From an optimization exercise on the open Yosys and OpenROAD flow, aimed at small area; shortcuts taken in it are not production practice. The RTL was checked by simulation tests, not by an equivalence proof against the original design. Power is estimated from default activity; no workload was simulated.

## flow/design.v (module list and top-level ports; edited modules follow where they fit)
// module busSelect: 753 lines
// module registerFile: 1736 lines
// module specialRegisters: 618 lines
// module aluUnit: 13218 lines
// module g_inv: 3 lines
// module g_nand2: 3 lines
// module g_nand3: 3 lines
// module g_nand4: 3 lines
// module g_nor2: 3 lines
// module g_and2: 3 lines
// module g_or2: 3 lines
// module g_xor2: 3 lines
// module g_xnor2: 3 lines
// module g_o21ai: 3 lines
// module g_o21a: 3 lines
// module g_a21oi: 3 lines
// module g_a21o: 3 lines
// module g_a22o: 3 lines
// module g_a22oi: 3 lines
// module g_a222oi: 4 lines
// module g_maj3: 3 lines
// module g_fa: 4 lines
// module g_ha: 4 lines
// module shiftDecode: 6 lines
// module boothEnc: 13 lines
// module resultStore: 231 lines
// module busDatapath: 58 lines
module busDatapath (
    input logic Clock,
    input logic rstN,
    input logic [busDatapathPkg::gprCount-1:0] gprIn,
    input logic [busDatapathPkg::gprCount-1:0] gprOut,
    input logic pcIn,
    input logic irIn,
    input logic marIn,
    input logic ryIn,
    input logic mdrIn,
    input logic hiIn,
    input logic loIn,
    input logic zIn,
    input logic pcOut,
    input logic mdrOut,
    input logic hiOut,
    input logic loOut,
    input logic zHighOut,
    input logic zLowOut,
    input logic read,
    input logic [busDatapathPkg::aluOpCount-1:0] aluOp,
    input logic [busDatapathPkg::wordWidth-1:0] mData,
    output logic [busDatapathPkg::wordWidth-1:0] bus,
    output logic [busDatapathPkg::wordWidth-1:0] marValue,
    output logic [busDatapathPkg::wordWidth-1:0] irValue,
    output logic [2*busDatapathPkg::wordWidth-1:0] zValue
);
  // ...
==> flow/run.sh <==
#!/bin/bash
# synth_recipe.tcl (not shown) runs the flow's synth.tcl, then flattens the netlist and writes it again
# the make line also repeats each setting of config.mk as NAME=value (left out here)
make -C /OpenROAD-flow-scripts/flow DESIGN_CONFIG=/design/flow/config.mk WORK_HOME=/design/flow/orfs CLKGATE_MAP_FILE= SYNTH_SCRIPT=/design/flow/synth_recipe.tcl finish
==> flow/config.mk <==
export PLATFORM = sky130hd
export DESIGN_NAME = busDatapath
export DESIGN_NICKNAME = busDatapath
export VERILOG_FILES = /design/flow/design.v
export SDC_FILE = /design/flow/constraint.sdc
export NUM_CORES = 4
export LEC_CHECK = 0
export CAP_MARGIN = 20
export CORE_MARGIN = 2
export CORE_UTILIZATION = 50
export CTS_BUF_LIST = sky130_fd_sc_hd__clkbuf_4 sky130_fd_sc_hd__clkbuf_8
export SLEW_MARGIN = 20
export SYNTH_HIERARCHICAL = 1
==> flow/constraint.sdc <==
create_clock -name core_clock -period 135.0 [get_ports {Clock}]
set_input_delay 27.0000 -clock core_clock [delete_from_list [all_inputs] [get_ports {Clock}]]
set_output_delay 27.0000 -clock core_clock [all_outputs]
set_load 0.01 [all_outputs]
==> out/results.tsv, run 1 <==
stage	metric	value	unit
drt	DR WL/cell	29.0	um
final_layout	Non-clk bufs	590	
drt	WL met1	124	mm
final_layout	multi-input logic cell count	7437	
floorplanning	Top-Level Pins	255	
final_layout	Layout clock buffers	188	
logic_synthesis	most frequent cell after synthesis	nand2_1	
final_layout	NonClk Buf Share	0.0587	
logic_synthesis	share of the synthesized area in the top cell type	0.261	
power	Power Total	0.00410	W
final_layout	Leading cell kind	multi-input combinational cells	
floorplanning	area of the core	152000	um2
final_layout	most common cell after layout, fill and taps aside	nand2_1	
cts	H-tree depth	3	
final_layout	multi-input combinational area share	0.642	
floorplanning	n_taps	2030	
final_layout	multi-input logic area	56100	um2
drt	highest routed layer	met5	
critical_path	worst-case reg-to-reg path depth	516	
logic_synthesis	Post-synth EDFFs	0	
outcome	outcome	no timing/DRC/antenna violations	
critical_path	Crit path max-delay family	compound AO/OA/AOI/OAI gates	
logic_synthesis	compound-gate portion of the synthesized area	0.262	
power	Comb pwr share	0.866	
final_layout	Inverters, non-clock	159	
==> run 2, diff against run 1 <==
==> flow/flow/run.sh (new file) <==
#!/bin/bash
# Own layout flow: the standard ORFS flow (standard.sh) unchanged, with a few
# extra ORFS settings that only change which cells the layout uses:
#   - port buffers are sky130_fd_sc_hd__buf_1 instead of the tool's pick
#     (every input and output port is still buffered, as in the standard flow)
#   - clock tree from clkbuf_4/clkbuf_8 without dummy balancing loads
# make's full output goes to flow_make.log here; ORFS writes each step's log
# under orfs/logs/.
set -euo pipefail
cd "$(dirname "$0")/.."
bash standard.sh \
  "BUFFER_PORTS_ARGS=-buffer_cell sky130_fd_sc_hd__buf_1" \
  "CTS_ARGS=-sink_clustering_enable -repair_clock_nets -dont_use_dummy_load -buf_list {sky130_fd_sc_hd__clkbuf_4 sky130_fd_sc_hd__clkbuf_8}" \
  finish > flow_make.log 2>&1
==> flow/standard.sh (new file) <==
#!/bin/bash
# synth_recipe.tcl (not shown) runs the flow's synth.tcl, then flattens the netlist and writes it again
# the make line also repeats each setting of config.mk as NAME=value (left out here)
make -C /OpenROAD-flow-scripts/flow DESIGN_CONFIG=/design/flow/config.mk WORK_HOME=/design/flow/orfs CLKGATE_MAP_FILE= SYNTH_SCRIPT=/design/flow/synth_recipe.tcl "${@:-finish}"
--- a/flow/config.mk
+++ b/flow/config.mk
@@ -8,6 +8,5 @@
 export CAP_MARGIN = 20
 export CORE_MARGIN = 2
-export CORE_UTILIZATION = 50
-export CTS_BUF_LIST = sky130_fd_sc_hd__clkbuf_4 sky130_fd_sc_hd__clkbuf_8
+export CORE_UTILIZATION = 35
 export SLEW_MARGIN = 20
 export SYNTH_HIERARCHICAL = 1
removed: flow/run.sh
==> run 2 against run 1 <==
Against the previous run:
- synthesized cell count unchanged
- still clean
- core utilization decreased by 18 points
- routed wire length increased by 3.8%
- highest routed layer unchanged
- critical path type unchanged
- cell count increased by 6.2%
==> out/results.tsv, run 2 <==
stage	metric	value	unit	change
critical_path	R2R Path Start	specials.ryValue[31]		unchanged
global_routing	GRT overflow	0		unchanged
global_routing	antenna violations before repair	21		was 20
cts	number of clock sinks	800		unchanged
global_routing	gr usage total	0.291		was 0.404
timing	Final setup violation count	0		unchanged
floorplanning	die span in y	472	um	was 396 um
timing	clock skew	150	ps	was 108 ps
critical_path	critical path class	in -> reg		unchanged
timing	Slew @ Worst Pin	1170	ps	was 1060 ps
timing	Slew Limit Fails	0		unchanged
power	clock share of power	0.042		was 0.059
place	GP Congestion	0.976		was 0.961
drt	1st-pass router iterations	22		was 15
floorplanning	die area	223000	um2	was 157000 um2
critical_path	WP depth	494		was 500
floorplanning	area of the core	218000	um2	was 152000 um2
critical_path	slowest stage delay, CP	620	ps	was 850 ps
final_layout	max reg flops	64		unchanged
critical_path	worst path bufs/invs	12		was 17
cts	Worst-Skew Late Latency	840	ps	was 870 ps
logic_synthesis	leading post-synthesis cells by cell area	dfrtp_1, xor2_1, fa_1		unchanged
critical_path	Worst Setup Start Kind	primary input		unchanged
drt	Initial DRC Count	13431		was 12702
global_routing	first-pass GRT wire length	490	mm	was 478 mm
critical_path	worst-case reg-to-reg path depth	511		was 516
critical_path	Max FO, Critical Path	35		was 38
logic_synthesis	Distinct cells, synth	51		unchanged
logic_synthesis	Synth Instances	8503		unchanged
cts	# hold bufs at CTS	0		unchanged
flow_run	max_cap viols	0		unchanged
floorplanning	Top-Level Pins	255		unchanged
final_layout	layout cells sized above 1	0.0870		was 0.0969
logic_synthesis	top post-synthesis cells by count	nand2_1, xor2_1, dfrtp_1		unchanged
drt	vias per cell	6.32		was 6.68
critical_path	reg-to-reg slack, setup	33460	ps	was 33930 ps
logic_synthesis	Synth Area per Inst	9.03	um2	unchanged
logic_synthesis	Ys Warns	9		unchanged
cts	CTS Buf Count	116		was 120
critical_path	WP data arrival	127090	ps	was 127440 ps
logic_synthesis	area leader, netlist	dfrtp_1		unchanged
floorplanning	Die X	472	um	was 396 um
final_layout	most common cell after layout, fill and taps aside	nand2_1		unchanged
cts	deepest clock path buffer count	3		unchanged
logic_synthesis	Synth Flop Type	dfrtp_1		unchanged
power	Internal Power	0.00161	W	was 0.00169 W
logic_synthesis	asr flop ratio synth	1.00		unchanged
critical_path	Crit path max-delay family	compound AO/OA/AOI/OAI gates		unchanged
min_path	Hold Crit Start	specials.marValue[11]		was specials.pcValue[11]
final_layout	Finished Core Util	0.392		was 0.574
critical_path	Critical Path Source	gprOut[0]		was gprOut[3]
power	leakage power	36.6	nW	was 38.1 nW
floorplanning	row count	171		was 143
logic_synthesis	most frequent cell after synthesis	nand2_1		unchanged
critical_path	most used cell, CP	o21ai_1		unchanged
logic_synthesis	share of the synthesized area in the top cell type	0.261		unchanged
power	Peak supply drop	0.0837	mV	was 0.0604 mV
cts	clk slew on worst S/H paths	70	ps	about the same
drt	WL final	339	mm	was 326 mm
critical_path	Worst setup EP type	register		unchanged
critical_path	Worst Path Required	135710	ps	was 135650 ps
min_path	hold path depth	1		unchanged
logic_synthesis	register area share after synthesis	0.261		unchanged
floorplanning	Initial Utilization	0.353		was 0.504
drt	DR WL/cell	28.3	um	was 29.0 um
critical_path	worst setup path endpoint	results.zValue[31]		was results.zValue[63]
place	post-DP HPWL	230	mm	was 227 mm
power	combinational gate power	0.00353	W	was 0.00355 W
global_routing	largest net degree at the start of global routing	193		was 127
min_path	WHS Endpoint	specials.marValue[11]		was specials.pcValue[11]
critical_path	R2R Path End	results.zValue[31]		was results.zValue[63]
timing	Final Hold Fails	0		unchanged
drt	DRC viols	0		unchanged
cts	CTS tree	built		unchanged
timing	setup TNS	0	ps	unchanged
power	sw frac	0.596		was 0.588
logic_synthesis	Post-synth EDFFs	0		unchanged
power	Power Density	46.8	nW/um2	was 46.9 nW/um2
critical_path	Slowest cell on crit path	a2111o_2		was a222oi_1
outcome	outcome	no timing/DRC/antenna violations		unchanged
timing	clock period minus worst slack	126380	ps	was 126780 ps
place	count of input and output buffers	253		unchanged
logic_synthesis	Yosys reg bits	800		unchanged
drt	via count	75598		was 75176
timing	period utilisation layout	0.936		was 0.939
power	Sw Pwr	0.00238	W	was 0.00241 W
power	Top Consumer	combinational cells		unchanged
final_layout	most flop-heavy register	results.zValue		unchanged
timing	Slew headroom	0.217		was 0.286
cts	Root Driver	clkbuf_8		unchanged
power	sequential fraction of design power	0.075		about the same
final_layout	most frequent cells in the layout	nand2_1, xor2_1, dfrtp_1, a222oi_1, a22o_1		unchanged
global_routing	vias in the first global route	72124		was 71291
final_layout	Area Overhead vs Synth	11.2	%	was 13.8%
power	Comb pwr share	0.883		was 0.866
final_layout	nets	9630		was 9653
timing	unrepaired setup endpoints after global routing	false		
min_path	Min-Delay Path Class	reg -> reg		unchanged
final_layout	fillers	21544		was 13639
power	sequential logic power	0.000298	W	was 0.000308 W
drt	ANT nets after route	0		unchanged
cts	H-tree depth	3		unchanged
power	clock group power	0.000167	W	was 0.000240 W
logic_synthesis	mapped cell area	76800	um2	unchanged
timing	fmax	7.91	MHz	was 7.89 MHz
## run 2: cell types whose count changed in the layout (fill, tap and decap cells not counted), moves of 11 or more
| cell | change |
|---|---|
| buf_1 | +225 |
| buf_4 | -23 |
| bufinv_16 | -11 |
| clkbuf_2 | +27 |
| clkbuf_4 | -30 |
| clkbuf_8 | -41 |
| clkdlybuf4s50_1 | -251 |
| clkinv_2 | -14 |
| o21ai_1 | +14 |
## run 2: logic make-up (layout without fill, tap and decap cells)
family	Yosys count	count (layout)	synth area share
AOI/OAI and AO/OA	2448	2448	0.262
xor gates and xnor gates	1605	1605	0.183
adders and majority gates	482	482	0.117
buffers and inverters	271	847	0.0188
DFF	800	800	0.261
muxes	3	3	0.000391
other	1	21	0.0000488
and+or+nand+nor	2893	2894	0.158
## run 2: Yosys stat by module (local to each module, per instance), a selection
module | flops+latches | cell area [um2] | cells inside | copies in the design
aluUnit | 0 | 622 | 85 | 1
g_ha | 0 | 12.5 | 1 | 49
g_maj3 | 0 | 11.3 | 1 | 32
g_a222oi | 0 | 10.0 | 1 | 725
g_a21oi | 0 | 8.76 | 1 | 92
g_a22o | 0 | 8.76 | 1 | 704
g_o21a | 0 | 7.51 | 1 | 184
g_a21o | 0 | 7.51 | 1 | 262
g_o21ai | 0 | 5.00 | 1 | 436
## run 2: per-stage QoR
step           std cells  instance area, um2  hold WS (ps)  setup slack, ps  power [W]
3_3_place_gp       11804               83500           477             7430    0.00362
2_1_floorplan       8506               76800           462            15370    0.00278
4_1_cts            11923               85100           495             6020    0.00390
3_5_place_dp       11807               83500           479             5320    0.00372
5_1_grt            11943               85300           504             74.2    0.00426
6_report           11954               85400           493             8620    0.00399
## run 2: worst max-delay path by stage
stage,endpoint,cells after the start
after floorplan,results.zValue[63],483
after global placement,results.zValue[31],492
after detailed placement,results.zValue[31],493
## run 2: power groups by stage
| stage | Sequential (W) | Combinational [W] | Clock (W) |
|---|---|---|---|
| after detailed placement | 0.000300 | 0.00342 | 0 |
| after global placement | 0.000299 | 0.00332 | 0 |
| after floorplan | 0.000293 | 0.00249 | 0 |
## run 2: layout make-up
| cell class | instances | area, um2 | share of cell area |
|---|---|---|---|
| clock buffers | 116 | 1600 | 0.0187 |
| well taps | 2854 | 3570 | 0.0418 |
| repair buffers | 572 | 3500 | 0.0411 |
| inverters | 159 | 598 | 0.00701 |
| flip-flops and latches | 800 | 20100 | 0.235 |
| diodes | 17 | 42.5 | 0.000498 |
| multi-input cells | 7436 | 56000 | 0.656 |
## run 2: repair_timing
item                                    4_1_cts  5_1_grt
setup buffers                                 0        9
gates resized for setup                       0       12
endpoints found under the setup margin        0       64
## run 2: per-layer routing
| layer | part of all wire | global-route usage |
|---|---|---|
| met1 | 0.37 | 0.362 |
| met2 | 0.42 | 0.428 |
| met3 | 0.13 | 0.0909 |
| met4 | 0.078 | 0.200 |
| met5 | 0.00066 | 0.00606 |

## static timing again, ports no longer ideal
In the flow no input, the clock included, has a driving cell. The finished layouts below were timed again as built, in two steps.
Step 1 (the two cells are an assumption about what drives the block):
set clk [get_ports {Clock}]
set_driving_cell -lib_cell sky130_fd_sc_hd__clkbuf_16 $clk
set_driving_cell -lib_cell sky130_fd_sc_hd__buf_2 [delete_from_list [all_inputs] $clk]
Step 2 moves the port delays by t, midway between the first and last clock arrival at a register: inputs arrive t later, outputs are due t later. That takes back most of the time a late clock gives input paths.
Three values: ideal ports, drivers, drivers and shift; two values: the first two.
run | t (ns) | setup WS [ns] | hold slack, ns | worst register clock-pin slew, ns | worst data-port slew with drivers (ns)
run 1 | 0.891 | 8.216 / 8.258 / 7.367 | 0.495 / 0.495 / 0.495 | 0.07 / 0.07 | 0.17
run 2 | 0.835 | 8.621 / 8.666 / 7.831 | 0.493 / 0.493 / 0.493 | 0.09 / 0.09 | 0.15
After both steps setup and hold are still met in every run listed. For run 1, which loses most, drivers alone change the setup slack by +0.042 ns; drivers and shift together by -0.849 ns.
